From an optimization exercise on the open Yosys and OpenROAD flow, aimed at small area, a short achievable clock period and few clock cycles; shortcuts taken in it are not production practice.
Function was checked by simulation only, so behaviour that the tests miss may differ from the original.
Power figures rest on the tool's default switching activity, not on a simulated workload.

<file path="run.sh">
#!/bin/bash
# synth_recipe.tcl (not shown) runs the flow's synth.tcl, then flattens the netlist and writes it again
# the make line also repeats each setting of config.mk as NAME=value (left out here)
make -C /OpenROAD-flow-scripts/flow DESIGN_CONFIG=/design/flow/config.mk WORK_HOME=/design/flow/orfs CLKGATE_MAP_FILE= SYNTH_SCRIPT=/design/flow/synth_recipe.tcl finish
</file>
<file path="config.mk">
export PLATFORM = sky130hd
export DESIGN_NAME = decoder_rrns
export DESIGN_NICKNAME = decoder_rrns
export VERILOG_FILES = /design/flow/design.v
export SDC_FILE = /design/flow/constraint.sdc
export NUM_CORES = 4
export LEC_CHECK = 0
export ABC_AREA = 1
export CAP_MARGIN = 30
export CORE_MARGIN = 2
export CORE_UTILIZATION = 40
export SLEW_MARGIN = 50
</file>
<file path="constraint.sdc">
create_clock -name core_clock -period 130.0 [get_ports {clk}]
set_input_delay 26.0000 -clock core_clock [delete_from_list [all_inputs] [get_ports {clk}]]
set_output_delay 26.0000 -clock core_clock [all_outputs]
set_load 0.01 [all_outputs]
</file>
<file path="design.v">
module decoder_rrns #(
    parameter int MAX_ERR = 3
) (
    input  logic        clk,
    input  logic        rst_n,
    input  logic        start,
    input  logic [5:0]  rem_64,
    input  logic [5:0]  rem_63,
    input  logic [6:0]  rem_65,
    input  logic [6:0]  rem_67,
    input  logic [6:0]  rem_71,
    input  logic [6:0]  rem_73,
    input  logic [6:0]  rem_79,
    input  logic [6:0]  rem_83,
    input  logic [6:0]  rem_89,
    output logic        busy,
    output logic [15:0] data_out,
    output logic [3:0]  err_count,
    output logic        uncorrectable,
    output logic        done
);
    typedef enum logic [2:0] {
        S_IDLE, S_LOAD, S_MRC1, S_MRC2, S_SCORE, S_UPDATE, S_FINISH
    } state_t;
    localparam logic [3:0] MIN_MATCH = 4'(9 - MAX_ERR);
    function automatic logic [6:0] m_of(input logic [3:0] c);
        case (c)
            4'd0:    m_of = 7'd64;
            4'd1:    m_of = 7'd63;
            4'd2:    m_of = 7'd65;
            4'd3:    m_of = 7'd67;
            4'd4:    m_of = 7'd71;
            4'd5:    m_of = 7'd73;
            4'd6:    m_of = 7'd79;
            4'd7:    m_of = 7'd83;
            default: m_of = 7'd89;
        endcase
    endfunction
    function automatic logic [6:0] mod_m(input logic [19:0] x, input logic [3:0] c);
        case (c)
            4'd0:    mod_m = 7'(x % 20'd64);
            4'd1:    mod_m = 7'(x % 20'd63);
            4'd2:    mod_m = 7'(x % 20'd65);
            4'd3:    mod_m = 7'(x % 20'd67);
            4'd4:    mod_m = 7'(x % 20'd71);
            4'd5:    mod_m = 7'(x % 20'd73);
            4'd6:    mod_m = 7'(x % 20'd79);
            4'd7:    mod_m = 7'(x % 20'd83);
            default: mod_m = 7'(x % 20'd89);
        endcase
    endfunction
    localparam logic [566:0] INV = {
        7'd0, 7'd14, 7'd8, 7'd32, 7'd4, 7'd64, 7'd19, 7'd17, 7'd41,
        7'd74, 7'd0, 7'd20, 7'd22, 7'd6, 7'd21, 7'd47, 7'd41, 7'd27,
        7'd80, 7'd62, 7'd0, 7'd61, 7'd9, 7'd28, 7'd14, 7'd4, 7'd47,
        7'd50, 7'd58, 7'd13, 7'd0, 7'd36, 7'd56, 7'd57, 7'd19, 7'd57,
        7'd84, 7'd76, 7'd69, 7'd36, 7'd0, 7'd17, 7'd11, 7'd8, 7'd55,
        7'd4, 7'd57, 7'd46, 7'd12, 7'd53, 7'd0, 7'd33, 7'd16, 7'd43,
        7'd63, 7'd23, 7'd62, 7'd9, 7'd59, 7'd33, 7'd0, 7'd32, 7'd1,
        7'd65, 7'd29, 7'd74, 7'd51, 7'd62, 7'd50, 7'd32, 7'd0, 7'd63,
        7'd32, 7'd48, 7'd21, 7'd8, 7'd10, 7'd22, 7'd64, 7'd1, 7'd0
    };
    state_t            r_state, w_state_nxt;
    logic [8:0][6:0]   r_res;
    logic [8:0]        r_valid;
    logic [3:0]        r_i, r_j, r_k;
    logic [6:0]        r_a1, r_a2;
    logic              r_skip;
    logic [19:0]       r_x;
    logic [3:0]        r_match;
    logic [3:0]        r_best_score;
    logic [15:0]       r_best_val;
    logic              r_found;
    logic [6:0]  w_ij, w_ik, w_jk;
    logic [6:0]  w_m_i, w_m_j, w_m_k;
    logic [6:0]  w_d1, w_a1, w_t, w_d2, w_inv2, w_a2;
    logic [19:0] w_x;
    logic [3:0]  w_match;
    logic        w_elig;
    assign w_ij  = 7'(r_i) * 7'd9 + 7'(r_j);
    assign w_ik  = 7'(r_i) * 7'd9 + 7'(r_k);
    assign w_jk  = 7'(r_j) * 7'd9 + 7'(r_k);
    assign w_m_i = m_of(r_i);
    assign w_m_j = m_of(r_j);
    assign w_m_k = m_of(r_k);
    assign w_d1 = mod_m(20'(r_res[r_j]) + 20'(w_m_j) - 20'(mod_m(20'(r_res[r_i]), r_j)), r_j);
    assign w_a1 = mod_m(20'(w_d1) * 20'(INV[7*w_ij +: 7]), r_j);
    assign w_t    = mod_m(20'(r_res[r_i]) + 20'(w_m_i) * 20'(r_a1), r_k);
    assign w_d2   = mod_m(20'(r_res[r_k]) + 20'(w_m_k) - 20'(w_t), r_k);
    assign w_inv2 = mod_m(20'(INV[7*w_ik +: 7]) * 20'(INV[7*w_jk +: 7]), r_k);
    assign w_a2   = mod_m(20'(w_d2) * 20'(w_inv2), r_k);
    assign w_x = 20'(r_res[r_i]) + 20'(w_m_i) * 20'(r_a1)
               + 20'(w_m_i) * 20'(w_m_j) * 20'(r_a2);
    always_comb begin
        w_match = '0;
        for (int c = 0; c < 9; c++)
            if (r_valid[c] && (mod_m(w_x, 4'(c)) == r_res[c]))
                w_match = w_match + 4'd1;
    end
    assign w_elig = !r_skip && (r_x <= 20'd65535) && (r_match > r_best_score);
    always_ff @(posedge clk or negedge rst_n) begin
        if (!rst_n) r_state <= S_IDLE;
        else        r_state <= w_state_nxt;
    end
    always_comb begin
        w_state_nxt = r_state;
        case (r_state)
            S_IDLE:   if (start) w_state_nxt = S_LOAD;
            S_LOAD:   w_state_nxt = S_MRC1;
            S_MRC1:   w_state_nxt = S_MRC2;
            S_MRC2:   w_state_nxt = S_SCORE;
            S_SCORE:  w_state_nxt = S_UPDATE;
            S_UPDATE: w_state_nxt = (r_i == 4'd6) ? S_FINISH : S_MRC1;
            S_FINISH: w_state_nxt = S_IDLE;
            default:  w_state_nxt = S_IDLE;
        endcase
    end
    always_ff @(posedge clk or negedge rst_n) begin
        if (!rst_n) begin
            r_res         <= '0;
            r_valid       <= '0;
            r_i           <= '0;
            r_j           <= '0;
            r_k           <= '0;
            r_a1          <= '0;
            r_a2          <= '0;
            r_skip        <= 1'b0;
            r_x           <= '0;
            r_match       <= '0;
            r_best_score  <= '0;
            r_best_val    <= '0;
            r_found       <= 1'b0;
            busy          <= 1'b0;
            done          <= 1'b0;
            data_out      <= '0;
            err_count     <= '0;
            uncorrectable <= 1'b0;
        end else begin
            done <= 1'b0;
            case (r_state)
                S_IDLE: if (start) begin
                    r_res        <= {rem_89, rem_83, rem_79, rem_73, rem_71, rem_67, rem_65,
                                     1'b0, rem_63, 1'b0, rem_64};
                    r_best_score <= '0;
                    r_best_val   <= '0;
                    r_found      <= 1'b0;
                    r_i          <= 4'd0;
                    r_j          <= 4'd1;
                    r_k          <= 4'd2;
                    busy         <= 1'b1;
                end
                S_LOAD:
                    for (int c = 0; c < 9; c++)
                        r_valid[c] <= (r_res[c] < m_of(4'(c)));
                S_MRC1: begin
                    r_a1   <= w_a1;
                    r_skip <= !(r_valid[r_i] && r_valid[r_j] && r_valid[r_k]);
                end
                S_MRC2:  r_a2 <= w_a2;
                S_SCORE: begin
                    r_x     <= w_x;
                    r_match <= w_match;
                end
                S_UPDATE: begin
                    if (w_elig) begin
                        r_best_val   <= r_x[15:0];
                        r_best_score <= r_match;
                        r_found      <= 1'b1;
                    end
                    if (r_k != 4'd8) begin
                        r_k <= r_k + 4'd1;
                    end else if (r_j != 4'd7) begin
                        r_j <= r_j + 4'd1;
                        r_k <= r_j + 4'd2;
                    end else begin
                        r_i <= r_i + 4'd1;
                        r_j <= r_i + 4'd2;
                        r_k <= r_i + 4'd3;
                    end
                end
                S_FINISH: begin
                    done          <= 1'b1;
                    busy          <= 1'b0;
                    data_out      <= r_found ? r_best_val : 16'd0;
                    err_count     <= r_found ? (4'd9 - r_best_score) : 4'd9;
                    uncorrectable <= !r_found || (r_best_score < MIN_MATCH);
                end
                default: ;
            endcase
        end
    end
endmodule
</file>
==> load_flow_metrics.sql <==
INSERT INTO impl_metrics (metric_group, metric, value, unit) VALUES
('run_status', 'run_status', 'finished clean', ''),
('clock_tree', 'tritoncts', 'built', ''),
('timing', 'timing.final.max_slew_violations', '0', ''),
('floorplan', 'design.die.area', '230000', 'um2'),
('power', 'seq-power', '0.128', 'mW'),
('clock_tree', 'clkLatencyLatePin', '0.55', 'ns'),
('timing', 'transition_time_of_the_tightest_slew_check_pin', '0.734', 'ns'),
('grt', 'first_global_vias', '86000', ''),
('clock_tree', 'cts_htree_levels', '4', ''),
('logic_synthesis', 'post_synth.cell_area_avg', '5.94', 'um2'),
('worst_hold_path', 'holdCritStartpoint', 'r_x[12]', ''),
('final_layout', 'area_growth_syn_to_layout', '5.12', '%'),
('grt', 'globalRouteOverflowTotal', '0', ''),
('timing', 'worst_hold_slack', '0.493', 'ns'),
('critical_path', 'worst_path_dominant_cell_family', 'simple AND/OR/NAND/NOR gates', ''),
('clock_tree', 'worst_setup_hold_path_clk_slew', '0.09', 'ns'),
('critical_path', 'crit_end', 'r_a2[4]', ''),
('critical_path', 'max_stage_delay', '0.59', 'ns'),
('critical_path', 'critical_path_launch_point_type', 'register', ''),
('timing', 'setup_repair_after_global_routing_missed_its_margin', 'no', ''),
('grt', 'grt_busiest_layer', 'met2', ''),
('power', 'power.density_cell_area', '11600', 'nW/um2'),
('clock_tree', 'cts_hold_buffers', '0', ''),
('logic_synthesis', 'synth_seq_area_share', '4.65', '%'),
('grt', 'globalRouteMet2Util', '37.2', '%'),
('placement', 'placed_cells_incl_taps', '18200', ''),
('critical_path', 'worstReg2RegEnd', 'r_a2[4]', ''),
('power', 'switching_share', '66.2', '%'),
('logic_synthesis', 'yosysWarningCount', '1', ''),
('run', 'drv.max_cap_violation_count', '0', ''),
('timing', 'finalCritPeriodShare', '76.4', '%'),
('power', 'power.sequential.fraction', '0', '%'),
('grt', 'antenna_found_initial', '3', ''),
('worst_hold_path', 'hold_path_class', 'reg -> reg', ''),
('final_layout', 'post_route_cells_drive_above_1_share', '11.0', '%'),
('power', 'power-top-group', 'combinational cells', ''),
('grt', 'use_met1', '31.7', '%'),
('placement', 'dpl.hpwl', '217000', 'um'),
('placement', 'routabilityCongestion', '0.952', ''),
('detailed_routing', 'drt_pass1_iterations', '6', ''),
('timing', 'relative_max_transition_margin', '50.6', '%'),
('detailed_routing', 'avgViaCountPerCell', '5.12', ''),
('detailed_routing', 'antenna_left', '0', ''),
('floorplan', 'row_cnt', '174', ''),
('final_layout', 'finalNonFillerCells', '18200', ''),
('timing', 'final_hold_viol_count', '0', ''),
('critical_path', 'worst-setup-path-type', 'reg -> reg', ''),
('grt', 'groute.layer.met3.usage', '2.27', '%'),
('critical_path', 'reg2reg_setup_slack', '30.71', 'ns'),
('critical_path', 'cp-startpoint', 'r_i[0]', ''),
('logic_synthesis', 'synth_edf_count', '0', ''),
('detailed_routing', 'total_length_of_routed_wires', '265000', 'um'),
('clock_tree', 'clock_path_buffers', '2', ''),
('critical_path', 'worstPathArrival', '99.74', 'ns'),
('clock_tree', 'post_cts_resized', '0', ''),
('floorplan', 'vertical_die_dimension', '479', 'um'),
('logic_synthesis', 'synth_seq_cells', '168', ''),
('detailed_routing', 'dr.first_iter.drc_count', '6424', ''),
('clock_tree', 'postCtsSetupBuffers', '0', ''),
('grt', 'grt_pass1_wl', '438000', 'um'),
('power', 'max-vdd-ir-drop', '7480', 'uV'),
('power', 'power_switching', '733', 'mW'),
('detailed_routing', 'detail_route.drc_violations', '0', ''),
('critical_path', 'crit_top_cell', 'sky130_fd_sc_hd__nand2_1', ''),
('power', 'power.combinational.fraction', '100.0', '%'),
('critical_path', 'regToRegStartpoint', 'r_i[0]', ''),
('critical_path', 'critical_path.max_fanout', '41', ''),
('timing', 'layout_min_cycle_time', '99.29', 'ns'),
('power', 'clock_power', '0.0577', 'mW'),
('grt', 'grt_start_max_net_pins', '84', ''),
('final_layout', 'n_fill_cell', '24700', '');
[layout by cell type (no fill, tap or decap), types with 52 or more instances in the layout]
master and instances:
sky130_fd_sc_hd__inv_2 137, sky130_fd_sc_hd__nor2_1 1205, sky130_fd_sc_hd__o211ai_1 75, sky130_fd_sc_hd__nand2_4 179, sky130_fd_sc_hd__or2_2 90, sky130_fd_sc_hd__o31ai_1 53
sky130_fd_sc_hd__nand4_1 273, sky130_fd_sc_hd__o21ai_1 114, sky130_fd_sc_hd__a21oi_4 52, sky130_fd_sc_hd__nand3b_1 64, sky130_fd_sc_hd__a21o_1 55, sky130_fd_sc_hd__xor2_1 537
sky130_fd_sc_hd__nor2_4 79, sky130_fd_sc_hd__nand3_2 150, sky130_fd_sc_hd__ha_1 842, sky130_fd_sc_hd__nor2_2 153, sky130_fd_sc_hd__nand2_2 491, sky130_fd_sc_hd__dfrtp_1 166
sky130_fd_sc_hd__clkdlybuf4s50_1 85, sky130_fd_sc_hd__inv_1 2149, sky130_fd_sc_hd__nand2_1 4142, sky130_fd_sc_hd__fa_1 230, sky130_fd_sc_hd__a21oi_1 601, sky130_fd_sc_hd__buf_4 86
sky130_fd_sc_hd__nand3_1 1186, sky130_fd_sc_hd__nor3_1 91, sky130_fd_sc_hd__xnor2_1 354, sky130_fd_sc_hd__o21ai_0 918
[flip-flops by register name, indices dropped and copies added, names as in the netlist, 7 cells and up]
| register | count |
|---|---|
| data_out | 16 |
| r_x | 20 |
| r_valid | 9 |
| r_best_val | 16 |
| r_a2 | 7 |
| r_a1 | 7 |
| r_res | 61 |
[layout make-up]
class | instances | area [um2] | area share [%]
well taps | 2992 | 3740 | 3.94
clock inverters | 15 | 209 | 0.220
repair buffers | 177 | 1580 | 1.66
inverters | 2343 | 8880 | 9.34
diodes | 2 | 5.00 | 0.00527
multi-input cells | 12500 | 76000 | 80.0
flip-flops and latches | 168 | 4210 | 4.43
clock buffers | 17 | 425 | 0.448
[synth_stat cells (35+ instances only)]
cell	n	share of area (%)
sky130_fd_sc_hd__o31ai_1	53	0.44
sky130_fd_sc_hd__o211ai_1	75	0.62
sky130_fd_sc_hd__nand3b_1	64	0.53
sky130_fd_sc_hd__or2_2	90	0.62
sky130_fd_sc_hd__clkbuf_8	41	0.62
sky130_fd_sc_hd__inv_2	132	0.55
sky130_fd_sc_hd__fa_1	231	5.1
sky130_fd_sc_hd__nor3_1	92	0.51
sky130_fd_sc_hd__nand2_1	4144	17
sky130_fd_sc_hd__o21ai_1	108	0.60
sky130_fd_sc_hd__nor2_1	1214	5.0
sky130_fd_sc_hd__nand3_2	150	1.7
sky130_fd_sc_hd__inv_1	2157	9.0
sky130_fd_sc_hd__o21bai_1	37	0.31
sky130_fd_sc_hd__o21ai_0	924	5.1
sky130_fd_sc_hd__clkbuf_1	126	0.52
sky130_fd_sc_hd__xor2_1	546	5.3
sky130_fd_sc_hd__nand2_4	179	2.2
sky130_fd_sc_hd__a21o_1	55	0.46
sky130_fd_sc_hd__a21oi_1	608	3.4
sky130_fd_sc_hd__nor2_2	148	1.0
sky130_fd_sc_hd__a21oi_4	49	0.88
sky130_fd_sc_hd__o21ai_2	45	0.44
sky130_fd_sc_hd__clkinv_1	39	0.16
sky130_fd_sc_hd__a31oi_1	41	0.28
sky130_fd_sc_hd__nor2_4	75	0.93
sky130_fd_sc_hd__ha_1	842	12
sky130_fd_sc_hd__nand4_1	273	1.9
sky130_fd_sc_hd__o221ai_1	35	0.34
sky130_fd_sc_hd__nand3_1	1186	6.6
sky130_fd_sc_hd__o22ai_1	36	0.25
sky130_fd_sc_hd__nand2_2	489	3.4
sky130_fd_sc_hd__xnor2_1	356	3.4
sky130_fd_sc_hd__dfrtp_1	168	4.7
[per-layer routing]
| layer | wire length (um) | vias up | part of all wire [%] |
|---|---|---|---|
| met3 | 13600 | 279 | 5.1 |
| li1 | - | 49100 | - |
| met4 | 6190 | 2 | 2.3 |
| met1 | 128000 | 41800 | 49 |
| met2 | 116000 | 1998 | 44 |
| met5 | 13 | - | 0.0049 |
[logic make-up after synthesis]
logic type / after synthesis / synth area share, %
buffers and inverters: 2589 / 11.6
XOR/XNOR: 918 / 9.04
AO/OA/AOI/OAI: 2214 / 14.5
flip-flops: 168 / 4.65
adder cells (fa/ha/maj): 1073 / 16.8
AND/OR/NAND/NOR: 8258 / 43.3
other: 1 / 0.00415
multiplexers: 2 / 0.0235
[through the flow]
step	util [%]	cell area, um2	total power, mW	setup slack [ns]
global route	42.3	95000	1140	18.19
finish	42.3	95000	1110	30.71
global placement	41.9	94200	1090	31.75
floorplan	-	90500	1160	41.72
detailed placement	42.0	94300	1100	30.80
CTS	42.3	94900	1100	30.53
Testbench counts, summed over its fixed seeds: cycles 130,176.

[what the ideal ports hide]
The results above use ideal ports. As a check the final layout listed here was re-extracted and re-timed, cells and wires unchanged. Step 1, drivers: a clkbuf_16 drives clk and a buf_2 each remaining input, both assumed. Step 2 also shifts input and output timing later by t, the mid clock arrival at the registers, as if the neighbouring blocks saw the same clock. Three values: ideal ports, drivers, drivers and shift; two values: the first two.
t, ns: 0.598
slack for setup (ns): 30.706 / 30.706 / 30.706
latest minus earliest clock arrival (ns): 0.034 / 0.034
pins driven straight from the clock port: 1
After both steps this run still meets setup and hold. For this run, drivers alone change the setup slack by 0.000 ns; drivers and shift together by 0.000 ns.
